Background: an optimization exercise with open tools, aiming at small area. Do not read the settings as production practice. Function was checked by simulation only, so behaviour that the tests miss may differ from the original. Power figures rest on the tool's default switching activity, not on a simulated workload.

## flow/design.v

```verilog
package multiport_reg_file_pkg;
    localparam int unsigned DEF_DATA_W = 32;
    localparam int unsigned DEF_ADDR_W = 5;
    typedef enum logic {
        IDLE  = 1'b0,
        CLEAR = 1'b1
    } rf_state_t;
    function automatic logic addr_writable(input logic addr_is_zero,
                                           input int unsigned zero_reg);
        addr_writable = !((zero_reg != 0) && addr_is_zero);
    endfunction
endpackage
module reg_file_read_port #(
    parameter int unsigned DATA_W   = 32,
    parameter int unsigned ADDR_W   = 5,
    parameter int unsigned ZERO_REG = 1
) (
    input  logic                     clk,
    input  logic                     rst,
    input  logic [ADDR_W-1:0]        i_add,
    input  logic [(DATA_W<<ADDR_W)-1:0] i_regs,
    input  logic [(1<<ADDR_W)-1:0]   i_sb,
    output logic [DATA_W-1:0]        o_data,
    output logic                     o_busy
);
    logic [DATA_W-1:0] w_data;
    logic              w_busy;
    always_comb begin
        w_data = i_regs[i_add*DATA_W +: DATA_W];
        w_busy = i_sb[i_add];
        if ((ZERO_REG != 0) && (i_add == '0)) begin
            w_data = '0;
            w_busy = 1'b0;
        end
    end
    always_ff @(posedge clk or posedge rst) begin
        if (rst) begin
            o_data <= '0;
            o_busy <= 1'b0;
        end else begin
            o_data <= w_data;
            o_busy <= w_busy;
        end
    end
endmodule
module multiport_reg_file #(
    parameter int unsigned DATA_W   = multiport_reg_file_pkg::DEF_DATA_W,
    parameter int unsigned ADDR_W   = multiport_reg_file_pkg::DEF_ADDR_W,
    parameter int unsigned ZERO_REG = 1
) (
    input  logic              clk,
    input  logic              rst,
    input  logic              wa_en,
    input  logic [ADDR_W-1:0] wa_add,
    input  logic [DATA_W-1:0] wa_data,
    input  logic              wb_en,
    input  logic [ADDR_W-1:0] wb_add,
    input  logic [DATA_W-1:0] wb_data,
    input  logic [ADDR_W-1:0] rl_add,
    input  logic [ADDR_W-1:0] rr_add,
    output logic [DATA_W-1:0] rl_data,
    output logic [DATA_W-1:0] rr_data,
    output logic              rl_busy,
    output logic              rr_busy,
    input  logic              rsv_en,
    input  logic [ADDR_W-1:0] rsv_add,
    input  logic              clr_start,
    output logic              clr_busy
);
    localparam int unsigned DEPTH = 1 << ADDR_W;
    localparam logic [ADDR_W-1:0] LAST = ADDR_W'(DEPTH - 1);
    multiport_reg_file_pkg::rf_state_t         r_state;
    multiport_reg_file_pkg::rf_state_t         w_state_nxt;
    logic [ADDR_W-1:0] r_cnt;
    logic [DATA_W-1:0] r_regs [DEPTH];
    logic [DEPTH-1:0]  r_sb;
    logic [(DATA_W*DEPTH)-1:0] w_regs_flat;
    logic w_idle;
    logic w_wa_en;
    logic w_wb_en;
    logic w_rsv_en;
    logic w_clr_go;
    assign w_idle   = (r_state == multiport_reg_file_pkg::IDLE);
    assign w_wa_en  = wa_en  && w_idle && multiport_reg_file_pkg::addr_writable(wa_add  == '0, ZERO_REG);
    assign w_wb_en  = wb_en  && w_idle && multiport_reg_file_pkg::addr_writable(wb_add  == '0, ZERO_REG);
    assign w_rsv_en = rsv_en && w_idle && multiport_reg_file_pkg::addr_writable(rsv_add == '0, ZERO_REG);
    assign w_clr_go = clr_start && w_idle;
    assign clr_busy = (r_state == multiport_reg_file_pkg::CLEAR);
    always_ff @(posedge clk or posedge rst) begin
        if (rst) begin
            r_state <= multiport_reg_file_pkg::IDLE;
        end else begin
            r_state <= w_state_nxt;
        end
    end
    always_comb begin
        w_state_nxt = r_state;
        unique case (r_state)
            multiport_reg_file_pkg::IDLE:  if (clr_start)      w_state_nxt = multiport_reg_file_pkg::CLEAR;
            multiport_reg_file_pkg::CLEAR: if (r_cnt == LAST)  w_state_nxt = multiport_reg_file_pkg::IDLE;
        endcase
    end
    always_ff @(posedge clk or posedge rst) begin
        if (rst) begin
            r_cnt <= '0;
        end else if (w_clr_go) begin
            r_cnt <= '0;
        end else if (r_state == multiport_reg_file_pkg::CLEAR) begin
            r_cnt <= r_cnt + ADDR_W'(1);
        end
    end
    always_ff @(posedge clk or posedge rst) begin
        if (rst) begin
            for (int unsigned i = 0; i < DEPTH; i++) begin
                r_regs[i] <= '0;
            end
        end else if (r_state == multiport_reg_file_pkg::CLEAR) begin
            r_regs[r_cnt] <= '0;
        end else begin
            for (int unsigned i = 0; i < DEPTH; i++) begin
                if (w_wb_en && (wb_add == ADDR_W'(i))) begin
                    r_regs[i] <= wb_data;
                end else if (w_wa_en && (wa_add == ADDR_W'(i))) begin
                    r_regs[i] <= wa_data;
                end
            end
        end
    end
    always_ff @(posedge clk or posedge rst) begin
        if (rst) begin
            r_sb <= '0;
        end else if (w_clr_go) begin
            r_sb <= '0;
        end else begin
            for (int unsigned i = 0; i < DEPTH; i++) begin
                if (w_rsv_en && (rsv_add == ADDR_W'(i))) begin
                    r_sb[i] <= 1'b1;
                end else if ((w_wa_en && (wa_add == ADDR_W'(i))) ||
                             (w_wb_en && (wb_add == ADDR_W'(i)))) begin
                    r_sb[i] <= 1'b0;
                end
            end
        end
    end
    for (genvar g = 0; g < DEPTH; g++) begin : g_flat
        assign w_regs_flat[g*DATA_W +: DATA_W] = r_regs[g];
    end
    reg_file_read_port #(
        .DATA_W   (DATA_W),
        .ADDR_W   (ADDR_W),
        .ZERO_REG (ZERO_REG)
    ) u_read_l (
        .clk       (clk),
        .rst       (rst),
        .i_add     (rl_add),
        .i_regs    (w_regs_flat),
        .i_sb      (r_sb),
        .o_data    (rl_data),
        .o_busy    (rl_busy)
    );
    reg_file_read_port #(
        .DATA_W   (DATA_W),
        .ADDR_W   (ADDR_W),
        .ZERO_REG (ZERO_REG)
    ) u_read_r (
        .clk       (clk),
        .rst       (rst),
        .i_add     (rr_add),
        .i_regs    (w_regs_flat),
        .i_sb      (r_sb),
        .o_data    (rr_data),
        .o_busy    (rr_busy)
    );
endmodule
```

## flow/run.sh

```bash
#!/bin/bash
# synth_recipe.tcl (not shown) runs the flow's synth.tcl, then flattens the netlist and writes it again
# the make line also repeats each setting of config.mk as NAME=value (left out here)
make -C /OpenROAD-flow-scripts/flow DESIGN_CONFIG=/design/flow/config.mk WORK_HOME=/design/flow/orfs CLKGATE_MAP_FILE= SYNTH_SCRIPT=/design/flow/synth_recipe.tcl finish
```

## flow/config.mk

```make
export PLATFORM = sky130hd
export DESIGN_NAME = multiport_reg_file
export DESIGN_NICKNAME = multiport_reg_file
export VERILOG_FILES = /design/flow/design.v
export SDC_FILE = /design/flow/constraint.sdc
export NUM_CORES = 4
export LEC_CHECK = 0
export CAP_MARGIN = 20
export CORE_MARGIN = 2
export CORE_UTILIZATION = 40
export SLEW_MARGIN = 20
```

## flow/constraint.sdc

```tcl
create_clock -name core_clock -period 5.0 [get_ports {clk}]
set_input_delay 1.0000 -clock core_clock [delete_from_list [all_inputs] [get_ports {clk}]]
set_output_delay 1.0000 -clock core_clock [all_outputs]
set_load 0.01 [all_outputs]
```

==> flow_summary.ini <==
[run_status]
outcome = complete, no violations

[place]
gp_congestion = 0.939
hpwl_um = 195000
io_buffers = 161
place_inst = 8474
pre_cts_ws_ns = 0.778

[global_routing]
grt_pass1_vias = 62300
grt_usage_pct = 33.2
antenna_found_initial = 9
overflow = 0
grt_max_degree = 140
grt_pass1_wl_um = 454000

[logic_synthesis]
syn_area_um2 = 72800
yosysUniqueCellTypes = 64
syn_inst = 6557
synth_ff_type = dfrtp_1
ys_seq_area_share_pct = 38.8
synth_area_leaders = dfrtp_1 39%, mux2i_1 16%, mux4_2 11%
synth_top_area_cell = dfrtp_1
synth_edf_count = 0
synth_top_area_share_pct = 38.8
syn-mean-instance-area_um2 = 11.1
synth_nets = 6658
async_reset_ff_share_pct = 100
ys.warnings.count = 3
ys_ff_latch = 1128

[sta]
rsz0062_at_grt = false
fin_ws_ns = 1.49
tns_ns = 0
timing.fmax_mhz = 285
fin_skew_ns = 0.0329
tightest_slew_ns = 1.30
relSlewSlack_pct = 13.2
setup_viol = 0
layout_min_cycle_time_ns = 3.51
finalHoldViolCount = 0
slew_violations = 0
fin_crit_sh_pct = 70.3

[clocking]
cts_setup_buffers = 0
cts_buffers = 133
cts_resized = 0
path_clk_slew_ns = 0.06
clock_latency_ns = 0.81
hold_buffers = 0
cts_tree = built
cts_sinks = 1128
htreeDepth = 4
clock_tree.root_cell = clkbuf_16
clockBufferDepth = 3

[critical_path]
rrSetupSlack_ns = 1.49
cp_data_required_time_ns = 5.67
endpoint_kind = flop
cp_max_fo = 42
cp.arrival_ns = 4.18
cp-start-kind = flop
path_class = flop to flop

[layout]
nFillCells = 16600
multi_input_comb_area_um2 = 40600
register_area_um2 = 28200
drive_above_1_share_pct = 21.1
syn_to_final_growth_pct = 11.2
stdcell_count = 8719
layout.nets = 6341

[detailed_routing]
wl_per_cell_um = 36.1
dr.pass1.iters = 8
drt.antenna.violating_nets = 0
drc = 0
drt_iter0_markers = 9112
num_vias = 63700
via_per_inst = 7.31
drt-total-wl_um = 315000

[floorplanning]
start_util_pct = 40.3
std_cell_rows = 156
die_y_um = 431
pin_count = 162
die_w_um = 431
coreArea_um2 = 181000
dieArea_um2 = 185000

[pwr]
power_density_nw_per_um2 = 462
p_leak_nw = 34.7
peakVddDrop_mv = 0.265

[run]
drv_cap = 0

[worst_hold_path]
hp-class = flop to flop
## critical path, stage by stage, from the launching register on
cell,delay [ns]
dfrtp_4,0.83
and3b_1,0.48
buf_4,0.32
and2_1,0.28
a21oi_4,0.96
buf_4,0.34
o2bb2ai_1,0.08
## cell usage after synthesis, drive strengths merged, types with 2 or more instances
| cell type | number |
|---|---|
| a211oi | 66 |
| a21oi | 110 |
| a221oi | 60 |
| a22oi | 131 |
| a311oi | 33 |
| a31oi | 154 |
| a32oi | 28 |
| and2 | 46 |
| and3 | 32 |
| and3b | 2 |
| buf | 441 |
| clkbuf | 505 |
| dfrtp | 1128 |
| ha | 6 |
| inv | 6 |
| mux2 | 98 |
| mux2i | 1136 |
| mux4 | 363 |
| nand2 | 344 |
| nand2b | 10 |
| nand3 | 231 |
| nand3b | 4 |
| nand4 | 430 |
| nor2 | 231 |
| nor2b | 51 |
| nor3 | 7 |
| nor3b | 2 |
| o2111ai | 8 |
| o211a | 4 |
| o21ai | 95 |
| o221ai | 66 |
| o2bb2ai | 320 |
| o311a | 2 |
| o31ai | 391 |
| or2 | 2 |
| or3b | 5 |
## final cells by class
type                       count  area share [%]
clock inverter                43           0.679
sequential                  1128            34.9
clock buffer                 194            4.86
multi-input combinational   4476            50.1
antenna                        7          0.0216
inverter                       7          0.0402
tap                         2370            3.66
timing repair buffer         494            5.74
## placed cells by master, fill, tap and decap left out, types with 146 or more instances in the layout
| master | count |
|---|---|
| dfrtp_1 | 1127 |
| o2bb2ai_1 | 320 |
| nand4_1 | 428 |
| buf_4 | 290 |
| o31ai_2 | 178 |
| nand2_1 | 342 |
| nand3_1 | 191 |
| a31oi_1 | 154 |
| mux4_2 | 363 |
| mux2i_1 | 1136 |
| clkdlybuf4s50_1 | 146 |
| nor2_1 | 226 |
| o31ai_1 | 213 |
## registers in the layout (all words and copies together) (netlist names)
| signal | cells |
|---|---|
| u_read_r.o_busy | 1 |
| u_read_r.o_data | 32 |
| r_regs | 1024 |
| r_state | 1 |
| u_read_l.o_data | 32 |
| r_sb | 32 |
| u_read_l.o_busy | 1 |
| r_cnt | 5 |
## power breakdown
part	switching (mW)	total, mW	internal, mW
Clock	4.33	10.3	5.99
Combinational	5.99	11.5	5.54
Sequential	3.03	15.5	12.5
Total	13.3	37.4	24.0
## path summary, 6_finish.rpt
kind | start | cells past startpoint | endpoint
max in group asynchronous | rst | 3 | u_read_l.o_data[11]$_DFF_PP0_
worst min register to register | r_regs[16][31]$_DFFE_PP0P_ | 1 | r_regs[16][31]$_DFFE_PP0P_
worst max register to register | r_state$_DFF_PP0_ | 6 | r_regs[30][21]$_DFFE_PP0P_
worst max-delay path | r_state$_DFF_PP0_ | 6 | r_regs[30][21]$_DFFE_PP0P_
worst min-delay path | r_regs[16][31]$_DFFE_PP0P_ | 1 | r_regs[16][31]$_DFFE_PP0P_
min in group asynchronous | rst | 2 | r_regs[31][28]$_DFFE_PP0P_
## stage by stage
step	utilization (%)	hold slack [ns]	cell area [µm²]	power [mW]
after global placement	42.3	0.482	76400	26.2
after floorplan	-	0.467	72800	22.7
final	44.8	0.516	80900	37.4
after detailed placement	42.3	0.493	76400	26.7
after CTS	44.8	0.510	80900	36.9
after global routing	44.8	0.518	80900	38.7
## metal layers
| metal | wire [µm] | track usage, % |
|---|---|---|
| met5 | 130 | 0 |
| met4 | 24600 | 22.4 |
| met3 | 38900 | 10.1 |
| met2 | 135000 | 47.9 |
| met1 | 116000 | 42.8 |
## cells by family (layout without fill, tap and decap cells)
| group | Yosys count | count (layout) | share of synthesized area, % |
|---|---|---|---|
| flops | 1128 | 1128 | 38.8 |
| other cells | 0 | 7 | 0 |
| xor+xnor | 1 | 1 | 0.0120 |
| buf+inv | 953 | 738 | 6.31 |
| compound gates | 1470 | 1470 | 16.5 |
| simple gates | 1402 | 1402 | 9.87 |
| fa+ha+maj | 6 | 6 | 0.103 |
| mux | 1597 | 1597 | 28.4 |

-- what the ideal ports hide --
The flow's constraints put no driver on any port. The routed layout listed below was extracted and timed again, unchanged, in two steps.
Step 1 (the two cells are an assumption about what drives the block):
set clk [get_ports {clk}]
set_driving_cell -lib_cell sky130_fd_sc_hd__clkbuf_16 $clk
set_driving_cell -lib_cell sky130_fd_sc_hd__buf_2 [delete_from_list [all_inputs] $clk]
Step 2 moves the port delays by t, midway between the first and last clock arrival at a register: inputs arrive t later, outputs are due t later. That takes back most of the time a late clock gives input paths.
a / b / c = ideal ports / drivers / drivers and shift; a / b = the first two.
shift t [ns]: 0.881
setup slack, ns: 1.486 / 1.486 / 0.732
worst data-port slew with drivers (ns): 0.15
After both steps this run still meets setup and hold. For this run, drivers alone change the setup slack by 0.000 ns; drivers and shift together by -0.754 ns.
